What follows belongs to an exercise in optimizing a design on an open flow for small area; a production flow would make more cautious choices. The RTL was checked by simulation tests, not by an equivalence proof against the original design. The clock port is modelled as an ideal driver; clocking choices that lean on that would not hold on a real chip. Power figures rest on the tool's default switching activity, not on a simulated workload.

==> flow/design.v (excerpt) <==
module window_gen_kxk #(
    parameter int unsigned DATA_WIDTH = 32,
    parameter int unsigned IMG_WIDTH  = 34,
    parameter int unsigned IMG_HEIGHT = 34,
    parameter int unsigned K          = 5,
    parameter int unsigned STRIDE     = 2
) (
    input  logic                      clk,
    input  logic                      resetn,
    input  logic                      data_valid_in,
    input  logic [DATA_WIDTH-1:0]     data_in,
    output logic [K*K*DATA_WIDTH-1:0] window_out,
    output logic                      valid_out,
    output logic                      frame_done
);
==> flow/config.mk <==
export PLATFORM = sky130hd
export DESIGN_NAME = window_gen_kxk
export DESIGN_NICKNAME = window_gen_kxk
export VERILOG_FILES = /design/flow/design.v
export SDC_FILE = /design/flow/constraint.sdc
export NUM_CORES = 4
export LEC_CHECK = 0
export CAP_MARGIN = 20
export CORE_MARGIN = 2
export CORE_UTILIZATION = 70
export CTS_BUF_LIST = sky130_fd_sc_hd__clkbuf_4 sky130_fd_sc_hd__clkbuf_8
export PLACE_DENSITY = 0.8
export SLEW_MARGIN = 20
==> flow/constraint.sdc <==
create_clock -name core_clock -period 3.0 [get_ports {clk}]
set_input_delay 0.6000 -clock core_clock [delete_from_list [all_inputs] [get_ports {clk}]]
set_output_delay 0.6000 -clock core_clock [all_outputs]
set_load 0.01 [all_outputs]
standard.sh (not shown) runs the stock make flow with config.mk's settings and CLKGATE_MAP_FILE= SYNTH_SCRIPT=/design/flow/synth_recipe.tcl, a recipe that flattens the netlist after the stock synthesis.
==> flow/flow/run.sh <==
#!/bin/bash
# The standard ORFS layout, with three changes to how it is made:
#  - ports are buffered with the smallest plain buffer (buf_1) rather than
#    the resizer's default pick;
#  - before clock tree synthesis, the resizer's power recovery downsizes
#    cells with spare slack (flow/pre_cts.tcl);
#  - clock tree synthesis clusters up to 20 flip-flops on each clkbuf_16
#    leaf buffer and adds no dummy loads.
# Everything else (synthesis, floorplan, placement, routing) is standard.sh.
# ORFS writes each step's log under orfs/logs/; make's own output goes to
# standard_make.log.
set -euo pipefail
bash standard.sh \
  "BUFFER_PORTS_ARGS=-buffer_cell sky130_fd_sc_hd__buf_1" \
  "PRE_CTS_TCL=$PWD/flow/pre_cts.tcl" \
  "CTS_ARGS=-sink_clustering_enable -repair_clock_nets -dont_use_dummy_load -sink_buffer_max_cap_derate 0.5 -sink_clustering_size 20 -sink_clustering_max_diameter 100 -buf_list {sky130_fd_sc_hd__clkbuf_16}" \
  finish > standard_make.log 2>&1
==> flow/flow/pre_cts.tcl <==
# Before clock tree synthesis: downsize cells on paths with spare setup
# slack (the resizer's power recovery), which shrinks the oversized
# buffers that repair_design put on the high-fanout shift-enable net.
estimate_parasitics -placement
puts "area before power recovery: [rsz::design_area]"
repair_timing -recover_power 100 -verbose
puts "area after power recovery: [rsz::design_area]"
Rerun with:
==> flow/flow/run.sh (replaced) <==
#!/bin/bash
# The standard ORFS layout, with two changes to how it is made:
#  - ports are buffered with the smallest plain buffer (buf_1) rather than
#    the resizer's default pick;
#  - clock tree synthesis clusters up to 24 flip-flops on each clkbuf_16
#    leaf buffer and adds no dummy loads.
# Everything else (synthesis, floorplan, placement, routing) is standard.sh.
set -euo pipefail
bash standard.sh \
  "BUFFER_PORTS_ARGS=-buffer_cell sky130_fd_sc_hd__buf_1" \
  "CTS_ARGS=-sink_clustering_enable -repair_clock_nets -dont_use_dummy_load -sink_buffer_max_cap_derate 0.5 -sink_clustering_size 24 -sink_clustering_max_diameter 100 -buf_list {sky130_fd_sc_hd__clkbuf_16}" \
  finish > standard_make.log 2>&1
- CORE_UTILIZATION: 70 -> 85
- CTS_BUF_LIST: sky130_fd_sc_hd__clkbuf_4 sky130_fd_sc_hd__clkbuf_8 -> unset
- PLACE_DENSITY: 0.8 -> 0.92
removed: flow/flow/pre_cts.tcl
The new run never finished: it broke off in detailed placement.
Synthesized area stays the same.
Synthesized cell count does not change.

---

Starting RTL as in the previous note.
clock: 3.0 ns
lec_check: 0
cap_margin: 20
core_margin: 2
core_utilization: 70
cts_buf_list: sky130_fd_sc_hd__clkbuf_4 sky130_fd_sc_hd__clkbuf_8
place_density: 0.8
slew_margin: 20
==> flow/flow/run.sh <==
#!/bin/bash
# The standard ORFS layout, with three changes to how it is made:
#  - ports are buffered with the smallest plain buffer (buf_1) rather than
#    the resizer's default pick;
#  - before clock tree synthesis, the resizer's power recovery downsizes
#    cells with spare slack (flow/pre_cts.tcl);
#  - clock tree synthesis clusters up to 24 flip-flops on each clkbuf_16
#    leaf buffer and adds no dummy loads.
# Everything else (synthesis, floorplan, placement, routing) is standard.sh.
# ORFS writes each step's log under orfs/logs/; make's own output goes to
# standard_make.log.
set -euo pipefail
bash standard.sh \
  "BUFFER_PORTS_ARGS=-buffer_cell sky130_fd_sc_hd__buf_1" \
  "PRE_CTS_TCL=$PWD/flow/pre_cts.tcl" \
  "CTS_ARGS=-sink_clustering_enable -repair_clock_nets -dont_use_dummy_load -sink_buffer_max_cap_derate 0.5 -sink_clustering_size 24 -sink_clustering_max_diameter 100 -buf_list {sky130_fd_sc_hd__clkbuf_16}" \
  finish > standard_make.log 2>&1
==> flow/flow/pre_cts.tcl <==
# Before clock tree synthesis: downsize cells on paths with spare setup
# slack (the resizer's power recovery), which shrinks the oversized
# buffers that repair_design put on the high-fanout shift-enable net.
estimate_parasitics -placement
puts "area before power recovery: [rsz::design_area]"
repair_timing -recover_power 100 -verbose
puts "area after power recovery: [rsz::design_area]"
The starting point ran to the end with no violations.
Change:
==> flow/flow/run.sh (replaced) <==
#!/bin/bash
# The standard ORFS layout, with two changes to how it is made:
#  - ports are buffered with the smallest plain buffer (buf_1) rather than
#    the resizer's default pick;
#  - clock tree synthesis clusters up to 24 flip-flops on each clkbuf_16
#    leaf buffer and adds no dummy loads.
# Everything else (synthesis, floorplan, placement, routing) is standard.sh.
set -euo pipefail
bash standard.sh \
  "BUFFER_PORTS_ARGS=-buffer_cell sky130_fd_sc_hd__buf_1" \
  "CTS_ARGS=-sink_clustering_enable -repair_clock_nets -dont_use_dummy_load -sink_buffer_max_cap_derate 0.5 -sink_clustering_size 24 -sink_clustering_max_diameter 100 -buf_list {sky130_fd_sc_hd__clkbuf_16}" \
  finish > standard_make.log 2>&1
- CAP_MARGIN: 20 -> 5
- CTS_BUF_LIST: sky130_fd_sc_hd__clkbuf_4 sky130_fd_sc_hd__clkbuf_8 -> default
- SLEW_MARGIN: 20 -> 5
removed: flow/flow/pre_cts.tcl
After rerunning:
- The new run completed without violations
- routed wire length rose by 1.1%
- maximum frequency goes up by 8.0%
- synthesized cell count is unchanged
- sequential share of layout area came out lower by 0.32 points
- register-to-register slack is better by 0.45 ns
- count of clock-buffer cells in the layout is unchanged
- design area is higher by 0.35%
- via count stays flat
Change:
==> flow/flow/run.sh (replaced) <==
#!/bin/bash
# The standard ORFS layout, with three changes to how it is made:
#  - ports are buffered with the smallest plain buffer (buf_1) rather than
#    the resizer's default pick;
#  - before clock tree synthesis, the resizer's power recovery downsizes
#    cells with spare slack (flow/pre_cts.tcl);
#  - clock tree synthesis clusters up to 28 flip-flops on each clkbuf_16
#    leaf buffer and adds no dummy loads.
# Everything else (synthesis, floorplan, placement, routing) is standard.sh.
# ORFS writes each step's log under orfs/logs/; make's own output goes to
# standard_make.log.
set -euo pipefail
bash standard.sh \
  "BUFFER_PORTS_ARGS=-buffer_cell sky130_fd_sc_hd__buf_1" \
  "PRE_CTS_TCL=$PWD/flow/pre_cts.tcl" \
  "CTS_ARGS=-sink_clustering_enable -repair_clock_nets -dont_use_dummy_load -sink_buffer_max_cap_derate 0.5 -sink_clustering_size 28 -sink_clustering_max_diameter 100 -buf_list {sky130_fd_sc_hd__clkbuf_16}" \
  finish > standard_make.log 2>&1
==> flow/flow/pre_cts.tcl (new file) <==
# Before clock tree synthesis: downsize cells on paths with spare setup
# slack (the resizer's power recovery), which shrinks the oversized
# buffers that repair_design put on the high-fanout shift-enable net.
estimate_parasitics -placement
puts "area before power recovery: [rsz::design_area]"
repair_timing -recover_power 100 -verbose
puts "area after power recovery: [rsz::design_area]"
- CAP_MARGIN: 5 -> 20
- CTS_BUF_LIST: default -> sky130_fd_sc_hd__clkbuf_4 sky130_fd_sc_hd__clkbuf_8
- SLEW_MARGIN: 5 -> 20
Power goes down by 2.0%.
Wire length goes down by 2.8%.
Final cell count is about the same.
Die area stays the same.
Cell area goes down by 0.76%.
Setup slack gets worse by 0.18 ns.
Global-route usage goes down by 0.78 points.
Utilization goes down by 0.57 points.
Sequential power barely changes.
Sequential cell count stays the same.
Change:
==> flow/flow/run.sh (replaced) <==
#!/bin/bash
# The standard ORFS layout, with two changes to how it is made:
#  - ports are buffered with the smallest plain buffer (buf_1) rather than
#    the resizer's default pick;
#  - clock tree synthesis uses small clock buffers and no dummy loads.
# Everything else (synthesis, floorplan, placement, routing) is standard.sh.
set -euo pipefail
bash standard.sh \
  "BUFFER_PORTS_ARGS=-buffer_cell sky130_fd_sc_hd__buf_1" \
  "CTS_ARGS=-sink_clustering_enable -repair_clock_nets -dont_use_dummy_load -buf_list {sky130_fd_sc_hd__clkbuf_4 sky130_fd_sc_hd__clkbuf_8}" \
  finish > standard_make.log 2>&1
removed: flow/flow/pre_cts.tcl
What happened: Flip-flop and latch count does not change. Total power came out higher by 10%. Sequential share of layout area came out lower by 3.0 points. Die area does not change. Routed wire length came out lower by 6.4%. Cell area came out higher by 3.4%. Sequential power hardly moves. Worst hold slack improved by 0.030 ns. Cell count came out higher by 5.6%.

---

The RTL this note starts from:
==> flow/design.v <==
package cnn_pkg;
    localparam int unsigned K_SMALL    = 3;
    localparam int unsigned K_LARGE    = 5;
    localparam int unsigned STRIDE_ONE = 1;
    localparam int unsigned STRIDE_TWO = 2;
    function automatic logic is_legal_k(input int unsigned k);
        is_legal_k = (k == K_SMALL) || (k == K_LARGE);
    endfunction
    function automatic logic is_legal_stride(input int unsigned s);
        is_legal_stride = (s == STRIDE_ONE) || (s == STRIDE_TWO);
    endfunction
    function automatic int unsigned slot_index(input int unsigned row,
                                               input int unsigned col,
                                               input int unsigned k);
        slot_index = row * k + col;
    endfunction
    function automatic int unsigned last_aligned(input int unsigned dim,
                                                 input int unsigned k,
                                                 input int unsigned s);
        last_aligned = (k - 1) + ((dim - k) / s) * s;
    endfunction
endpackage
module row_delay #(
    parameter int unsigned DEPTH = 137,
    parameter int unsigned WIDTH = 32
) (
    input  logic                   clk,
    input  logic                   en,
    input  logic [WIDTH-1:0]       din,
    output logic [DEPTH*WIDTH-1:0] q
);
    logic [WIDTH-1:0] mem [DEPTH];
    always_ff @(posedge clk) begin
        if (en) begin
            mem[0] <= din;
            for (int unsigned i = 1; i < DEPTH; i++) begin
                mem[i] <= mem[i-1];
            end
        end
    end
    for (genvar i = 0; i < DEPTH; i++) begin : g_q
        assign q[i*WIDTH +: WIDTH] = mem[i];
    end
endmodule
module window_gen_kxk #(
    parameter int unsigned DATA_WIDTH = 32,
    parameter int unsigned IMG_WIDTH  = 34,
    parameter int unsigned IMG_HEIGHT = 34,
    parameter int unsigned K          = 5,
    parameter int unsigned STRIDE     = 2
) (
    input  logic                      clk,
    input  logic                      resetn,
    input  logic                      data_valid_in,
    input  logic [DATA_WIDTH-1:0]     data_in,
    output logic [K*K*DATA_WIDTH-1:0] window_out,
    output logic                      valid_out,
    output logic                      frame_done
);
    localparam int unsigned CW = $clog2(IMG_WIDTH);
    localparam int unsigned RW = $clog2(IMG_HEIGHT);
    localparam int unsigned LAST_COL = cnn_pkg::last_aligned(IMG_WIDTH, K, STRIDE);
    localparam int unsigned LAST_ROW = cnn_pkg::last_aligned(IMG_HEIGHT, K, STRIDE);
    localparam int unsigned LINE     = LAST_COL + 1;
    localparam int unsigned DEPTH    = (K - 1) * LINE + K;
    localparam logic [CW-1:0] COL_MAX     = CW'(IMG_WIDTH - 1);
    localparam logic [CW-1:0] COL_FIRST   = CW'(K - 1);
    localparam logic [CW-1:0] COL_LAST_AL = CW'(LAST_COL);
    localparam logic [RW-1:0] ROW_MAX     = RW'(IMG_HEIGHT - 1);
    localparam logic [RW-1:0] ROW_FIRST   = RW'(K - 1);
    localparam logic [RW-1:0] ROW_LAST_AL = RW'(LAST_ROW);
    if (!cnn_pkg::is_legal_k(K)) begin : g_bad_k
        $error("window_gen_kxk: K must be 3 or 5");
    end
    if (!cnn_pkg::is_legal_stride(STRIDE)) begin : g_bad_stride
        $error("window_gen_kxk: STRIDE must be 1 or 2");
    end
    if (IMG_WIDTH < K) begin : g_bad_width
        $error("window_gen_kxk: IMG_WIDTH must be at least K");
    end
    if (IMG_HEIGHT < K) begin : g_bad_height
        $error("window_gen_kxk: IMG_HEIGHT must be at least K");
    end
    logic                      accept;
    logic                      shift;
    logic                      emit;
    logic                      frame_end;
    logic [CW-1:0]             col;
    logic [RW-1:0]             row;
    logic                      col_al;
    logic                      row_al;
    logic [DEPTH*DATA_WIDTH-1:0] chain;
    logic                      valid_q;
    logic                      frame_done_q;
    assign accept = data_valid_in;
    assign shift  = accept && (col <= COL_LAST_AL);
    row_delay #(
        .DEPTH (DEPTH),
        .WIDTH (DATA_WIDTH)
    ) u_chain (
        .clk (clk),
        .en  (shift),
        .din (data_in),
        .q   (chain)
    );
    always_ff @(posedge clk or negedge resetn) begin
        if (!resetn) begin
            col <= '0;
            row <= '0;
        end else if (accept) begin
            if (col == COL_MAX) begin
                col <= '0;
                row <= (row == ROW_MAX) ? '0 : row + 1'b1;
            end else begin
                col <= col + 1'b1;
            end
        end
    end
    assign col_al = (col >= COL_FIRST) && (((col - COL_FIRST) % STRIDE) == 0);
    assign row_al = (row >= ROW_FIRST) && (((row - ROW_FIRST) % STRIDE) == 0);
    assign emit      = accept && col_al && row_al && (col <= COL_LAST_AL) && (row <= ROW_LAST_AL);
    assign frame_end = emit && (row == ROW_LAST_AL) && (col == COL_LAST_AL);
    for (genvar j = 0; j < K; j++) begin : g_win_row
        for (genvar i = 0; i < K; i++) begin : g_win_col
            assign window_out[cnn_pkg::slot_index(j, i, K)*DATA_WIDTH +: DATA_WIDTH] =
                chain[((K-1-j)*LINE + (K-1-i))*DATA_WIDTH +: DATA_WIDTH];
        end
    end
    always_ff @(posedge clk or negedge resetn) begin
        if (!resetn) begin
            valid_q      <= 1'b0;
            frame_done_q <= 1'b0;
        end else begin
            valid_q      <= emit;
            frame_done_q <= frame_end;
        end
    end
    assign valid_out  = valid_q;
    assign frame_done = frame_done_q;
endmodule
Settings: LEC_CHECK=0, CAP_MARGIN=20, CORE_MARGIN=2, CORE_UTILIZATION=40, PLACE_DENSITY=0.6, SLEW_MARGIN=20; clock period 3.0 ns.
run.sh (not shown) runs the stock make flow with config.mk's settings and CLKGATE_MAP_FILE= SYNTH_SCRIPT=/design/flow/synth_recipe.tcl, a recipe that flattens the netlist after the stock synthesis.
Stock flow here: none of the scripts above is used.
The starting point completed with no timing, DRC or antenna violations.
==> next run, changes <==
--- a/flow/config.mk
+++ b/flow/config.mk
@@ -10,2 +10,3 @@
-export CORE_UTILIZATION = 40
-export PLACE_DENSITY = 0.6
+export CORE_UTILIZATION = 70
+export CTS_BUF_LIST = sky130_fd_sc_hd__clkbuf_4 sky130_fd_sc_hd__clkbuf_8
+export PLACE_DENSITY = 0.8
What happened: Final area drops by 2.2%. Register-to-register slack degrades by 90 ps. Core utilization grows by 34 points. Sequential power grows by about 0.7%. Routed wire length came out higher by 13%. Clock-buffer cell count rises by 331. Power drops by 3.5%. Setup slack got worse by 150 ps.

separate check: timing with driven ports:
The results above use ideal ports. As a check the final layouts listed here were re-extracted and re-timed, cells and wires unchanged.
Step 1: set_driving_cell puts a clkbuf_16 on clk and a buf_2 on each other input, an assumption about the parent block.
Step 2 also shifts input and output timing later by t, the mid clock arrival at the registers, as if the neighbouring blocks saw the same clock.
a / b / c = ideal / step 1 / step 2; a / b = the first two.
run | shift t [ns] | setup slack, ns | clock arrival spread, ns | worst register clock-pin slew, ns
the first run of note 1 | 0.952 | 0.508 / 0.508 / 0.508 | 0.110 / 0.110 | 0.10 / 0.10
the first run of note 2 | 0.909 | 0.520 / 0.520 / 0.520 | 0.099 / 0.099 | 0.11 / 0.11
the second run of note 2 | 0.909 | 0.703 / 0.615 / 0.967 | 0.092 / 0.093 | 0.12 / 0.12
the third run of note 2 | 0.893 | 0.526 / 0.526 / 0.526 | 0.120 / 0.119 | 0.12 / 0.12
the fourth run of note 2 | 1.115 | 0.534 / 0.438 / 0.463 | 0.103 / 0.103 | 0.09 / 0.09
the first run of note 3 | 0.993 | 0.312 / 0.215 / 0.221 | 0.082 / 0.082 | 0.07 / 0.07
the second run of note 3 | 1.146 | 0.159 / 0.073 / 0.184 | 0.106 / 0.106 | 0.10 / 0.10
After both steps setup and hold are still met in every run listed. For the first run of note 3, which loses most, drivers alone change the setup slack by -0.097 ns; drivers and shift together by -0.091 ns.
